From an optimization exercise on the open Yosys and OpenROAD flow, aimed at small area; shortcuts taken in it are not production practice. The RTL was checked by simulation tests, not by an equivalence proof against the original design. Power figures rest on the tool's default switching activity, not on a simulated workload.

## north
==> module snake_body_buf, before the edit <==
module snake_body_buf
#(
  parameter int MAX_LEN = 64
) (
  input  logic       clk,
  input  logic       reset,
  input  logic       init,        
  input  logic       mv,          
  input  logic [1:0] mv_dir,      
  input  logic [9:0] mv_head,     
  input  logic       mv_grow,
  input  logic [6:0] len,
  input  logic       scan_load,   
  input  logic       scan_step,   
  input  logic [5:0] scan_idx,
  output logic [9:0] scan_seg,    
  output logic [9:0] head_seg,
  input  logic [5:0] rd_idx,
  output logic [9:0] rd_seg,
  output logic       rd_valid
);
  function automatic logic [1:0] fa(input logic a, input logic b, input logic c);
    fa = {(a & b) | (c & (a ^ b)), a ^ b ^ c};
  endfunction
  function automatic logic [4:0] add5(input logic [4:0] a, input logic [4:0] b, input logic ci);
    logic [1:0] t;
    logic       c;
    c = ci;
    for (int k = 0; k < 5; k++) begin
      t       = fa(a[k], b[k], c);
      add5[k] = t[0];
      c       = t[1];
    end
  endfunction
  function automatic logic [4:0] incdec(input logic [4:0] x, input logic en, input logic dn);
    logic c;
    c = en;
    for (int k = 0; k < 5; k++) begin
      incdec[k] = x[k] ^ c;
      c         = c & (x[k] ^ dn);
    end
  endfunction
  function automatic logic [9:0] step(input logic [9:0] s, input logic [1:0] d, input logic fw);
    logic hz, dn;
    hz   = d[1] ~^ d[0];
    dn   = d[1] ^ fw;
    step = {incdec(s[9:5], ~hz, dn), incdec(s[4:0], hz, dn)};
  endfunction
  function automatic logic [2:0] pc7(input logic [6:0] v);
    logic [1:0] p, q, r, s;
    p   = fa(v[0], v[1], v[2]);
    q   = fa(v[3], v[4], v[5]);
    r   = fa(p[0], q[0], v[6]);
    s   = fa(p[1], q[1], r[1]);
    pc7 = {s, r[0]};
  endfunction
  function automatic logic [3:0] pc15(input logic [14:0] v);
    logic [2:0] p, q;
    logic [1:0] t;
    logic       c;
    p = pc7(v[6:0]);
    q = pc7(v[13:7]);
    c = v[14];
    for (int k = 0; k < 3; k++) begin
      t       = fa(p[k], q[k], c);
      pc15[k] = t[0];
      c       = t[1];
    end
    pc15[3] = c;
  endfunction
  function automatic logic [4:0] pc31(input logic [30:0] v);
    logic [3:0] p, q;
    logic [1:0] t;
    logic       c;
    p = pc15(v[14:0]);
    q = pc15(v[29:15]);
    c = v[30];
    for (int k = 0; k < 4; k++) begin
      t       = fa(p[k], q[k], c);
      pc31[k] = t[0];
      c       = t[1];
    end
    pc31[4] = c;
  endfunction
  logic [MAX_LEN-2:0][1:0] dir_q;
  logic [9:0]              cp0_q, cp1_q;
  logic [9:0]              walk_q;
  logic [9:0]              rd_seg_q;
  logic                    rd_valid_q;
  always_ff @(posedge clk) begin
    if (reset || init) begin
      dir_q[0] <= 2'b11;
      dir_q[1] <= 2'b11;
    end else if (mv) begin
      dir_q[0] <= mv_dir;
      dir_q[1] <= dir_q[0];
    end
  end
  genvar i;
  generate
    for (i = 2; i < MAX_LEN - 1; i++) begin : g_dir
      always_ff @(posedge clk) begin
        if (mv) dir_q[i] <= dir_q[i-1];
      end
    end
  endgenerate
  always_ff @(posedge clk) begin
    if (reset || init) cp0_q <= {5'd12, 5'd16};
    else if (mv)       cp0_q <= mv_head;
  end
  logic [9:0] stp;
  assign stp = step(mv ? cp1_q : walk_q, mv ? dir_q[31] : dir_q[scan_idx], mv);
  always_ff @(posedge clk) begin
    if (mv) begin
      if (mv_grow && len == 7'd32) cp1_q <= walk_q;
      else                         cp1_q <= stp;
    end
  end
  always_ff @(posedge clk) begin
    if (scan_load)      walk_q <= cp0_q;
    else if (scan_step) walk_q <= stp;
  end
  assign scan_seg = walk_q;
  assign head_seg = cp0_q;
  logic [4:0]  rd_b;
  logic [9:0]  rd_cp;
  logic [30:0] rd_a, rd_c;
  logic [4:0]  na, nc;
  logic [9:0]  rd_seg_d;
  assign rd_b  = rd_idx[4:0];
  assign rd_cp = rd_idx[5] ? cp1_q : cp0_q;
  always_comb begin
    for (int g = 0; g < 31; g++) begin
      rd_a[g] = (5'(g) < rd_b) & (rd_idx[5] ? dir_q[32+g][1] : dir_q[g][1]);
      rd_c[g] = (5'(g) < rd_b) & (rd_idx[5] ? dir_q[32+g][0] : dir_q[g][0]);
    end
  end
  assign na = pc31(rd_a);
  assign nc = pc31(rd_c);
  assign rd_seg_d = {add5(add5(rd_cp[9:5], nc, 1'b0), ~na, 1'b1),
                     add5(add5(rd_cp[4:0], rd_b, 1'b0), ~add5(na, nc, 1'b0), 1'b1)};
  always_ff @(posedge clk) begin
    rd_seg_q <= rd_seg_d;
    if (reset) rd_valid_q <= 1'b0;
    else       rd_valid_q <= ({1'b0, rd_idx} < len);
  end
  assign rd_seg   = rd_seg_q;
  assign rd_valid = rd_valid_q;
endmodule
==> flow/config.mk <==
export PLATFORM = sky130hd
export DESIGN_NAME = snake_engine
export DESIGN_NICKNAME = snake_engine
export VERILOG_FILES = /design/flow/design.v
export SDC_FILE = /design/flow/constraint.sdc
export NUM_CORES = 4
export LEC_CHECK = 0
export CAP_MARGIN = 20
export CORE_MARGIN = 2
export CORE_UTILIZATION = 40
export SLEW_MARGIN = 20
==> flow/constraint.sdc <==
create_clock -name core_clock -period 10.0 [get_ports {clk_100MHz}]
set_input_delay 2.0000 -clock core_clock [delete_from_list [all_inputs] [get_ports {clk_100MHz}]]
set_output_delay 2.0000 -clock core_clock [all_outputs]
set_load 0.01 [all_outputs]
standard.sh (not shown) runs the stock make flow with config.mk's settings and CLKGATE_MAP_FILE= SYNTH_SCRIPT=/design/flow/synth_recipe.tcl, a recipe that flattens the netlist after the stock synthesis.
==> flow/flow/run.sh <==
#!/bin/bash
# The standard layout with these changes:
#  - synthesis maps logic with an area-oriented ABC script (flow/abc_area.script:
#    amap instead of the delay-driven &nf with buffering and sizing); everything
#    else in synthesis, registers included, is the standard script unchanged;
#  - after synthesis, flow/fapol.py removes inverters around the full adders by
#    flipping adders to their dual form (registers and ports untouched);
#  - port buffers are buf_1;
#  - the clock tree uses clkbuf_8 buffers, sized with a 0.5 max-cap derate
#    for clock-pin slew margin, and no dummy balancing loads.
# Each tool's output goes to a log file in this folder (orfs_*.log, fapol.log)
# besides ORFS's own per-step logs under orfs/logs.
set -euo pipefail
W=$PWD
RES="$W/orfs/results/$FLOW_PLATFORM/snake_engine/base"
rm -rf "$W/scripts_area"
cp -r "$FLOW_HOME/scripts" "$W/scripts_area"
cp "$W/flow/abc_area.script" "$W/scripts_area/abc_speed.script"
ARGS=(
  "SCRIPTS_DIR=$W/scripts_area"
  "BUFFER_PORTS_ARGS=-buffer_cell sky130_fd_sc_hd__buf_1"
  "CTS_ARGS=-sink_clustering_enable -repair_clock_nets -dont_use_dummy_load -buf_list sky130_fd_sc_hd__clkbuf_8 -sink_buffer_max_cap_derate 0.5"
)
bash standard.sh "${ARGS[@]}" "$RES/1_2_yosys.v" > orfs_synth.log 2>&1
if python3 flow/fapol.py "$RES/1_2_yosys.v" "$W/fapol_out.v" > fapol.log 2>&1; then
  cp "$RES/1_2_yosys.v" "$W/yosys_before_fapol.v"
  cp "$W/fapol_out.v" "$RES/1_2_yosys.v"
fi
bash standard.sh "${ARGS[@]}" finish > orfs_make.log 2>&1
Other scripts of this flow, unchanged in this note and not shown: flow/flow/abc_area.script, flow/flow/fapol.py
Setup changes, north to south
--- a/flow/design.v
+++ b/flow/design.v
@@ -107,19 +107,17 @@
   always_ff @(posedge clk) begin
     if (reset || init) cp0_q <= {5'd12, 5'd16};
     else if (mv)       cp0_q <= mv_head;
   end
-  logic [9:0] stp;
-  assign stp = step(mv ? cp1_q : walk_q, mv ? dir_q[31] : dir_q[scan_idx], mv);
   always_ff @(posedge clk) begin
     if (mv) begin
       if (mv_grow && len == 7'd32) cp1_q <= walk_q;
-      else                         cp1_q <= stp;
+      else                         cp1_q <= step(cp1_q, dir_q[31], 1'b1);
     end
   end
   always_ff @(posedge clk) begin
     if (scan_load)      walk_q <= cp0_q;
-    else if (scan_step) walk_q <= stp;
+    else if (scan_step) walk_q <= step(walk_q, dir_q[scan_idx], 1'b0);
   end
   assign scan_seg = walk_q;
   assign head_seg = cp0_q;
   logic [4:0]  rd_b;
The largest stage delay on the critical path of south and that of north are within noise of each other. Diff north -> south: via count now larger, die area went up 0.83%. When south is measured against north, its final clock period utilization by the worst path turns out 0.48 points lower. In south, the sequential share of layout area came out 0.32 points below the value in north. south — total global routing track utilization 0.68 points lower, north as reference. Total power in south is 21% higher than in north.

separate check: timing with driven ports:
No port has a modelled driver above. Below, the same layouts with a new extraction and two added sets of constraints. Step 1: set_driving_cell puts a clkbuf_16 on clk_100MHz and a buf_2 on each other input, an assumption about the parent block. Step 2 also shifts input and output timing later by t, the mid clock arrival at the registers, as if the neighbouring blocks saw the same clock. Three values: no drivers, after step 1, after step 2; two values: the first two.
run | t, ns | setup WS [ns] | worst setup path at the end | worst data-port slew with drivers (ns) | pins driven straight from the clock port
north | 0.514 | 2.012 / 2.030 / 1.516 | input to register | 0.04 | 1
south | 0.510 | 2.060 / 2.081 / 1.572 | input to register | 0.07 | 1
After both steps setup and hold are still met in every run listed. The setup slack of north, which loses most, moves by +0.018 ns with the drivers and by -0.496 ns with both steps.
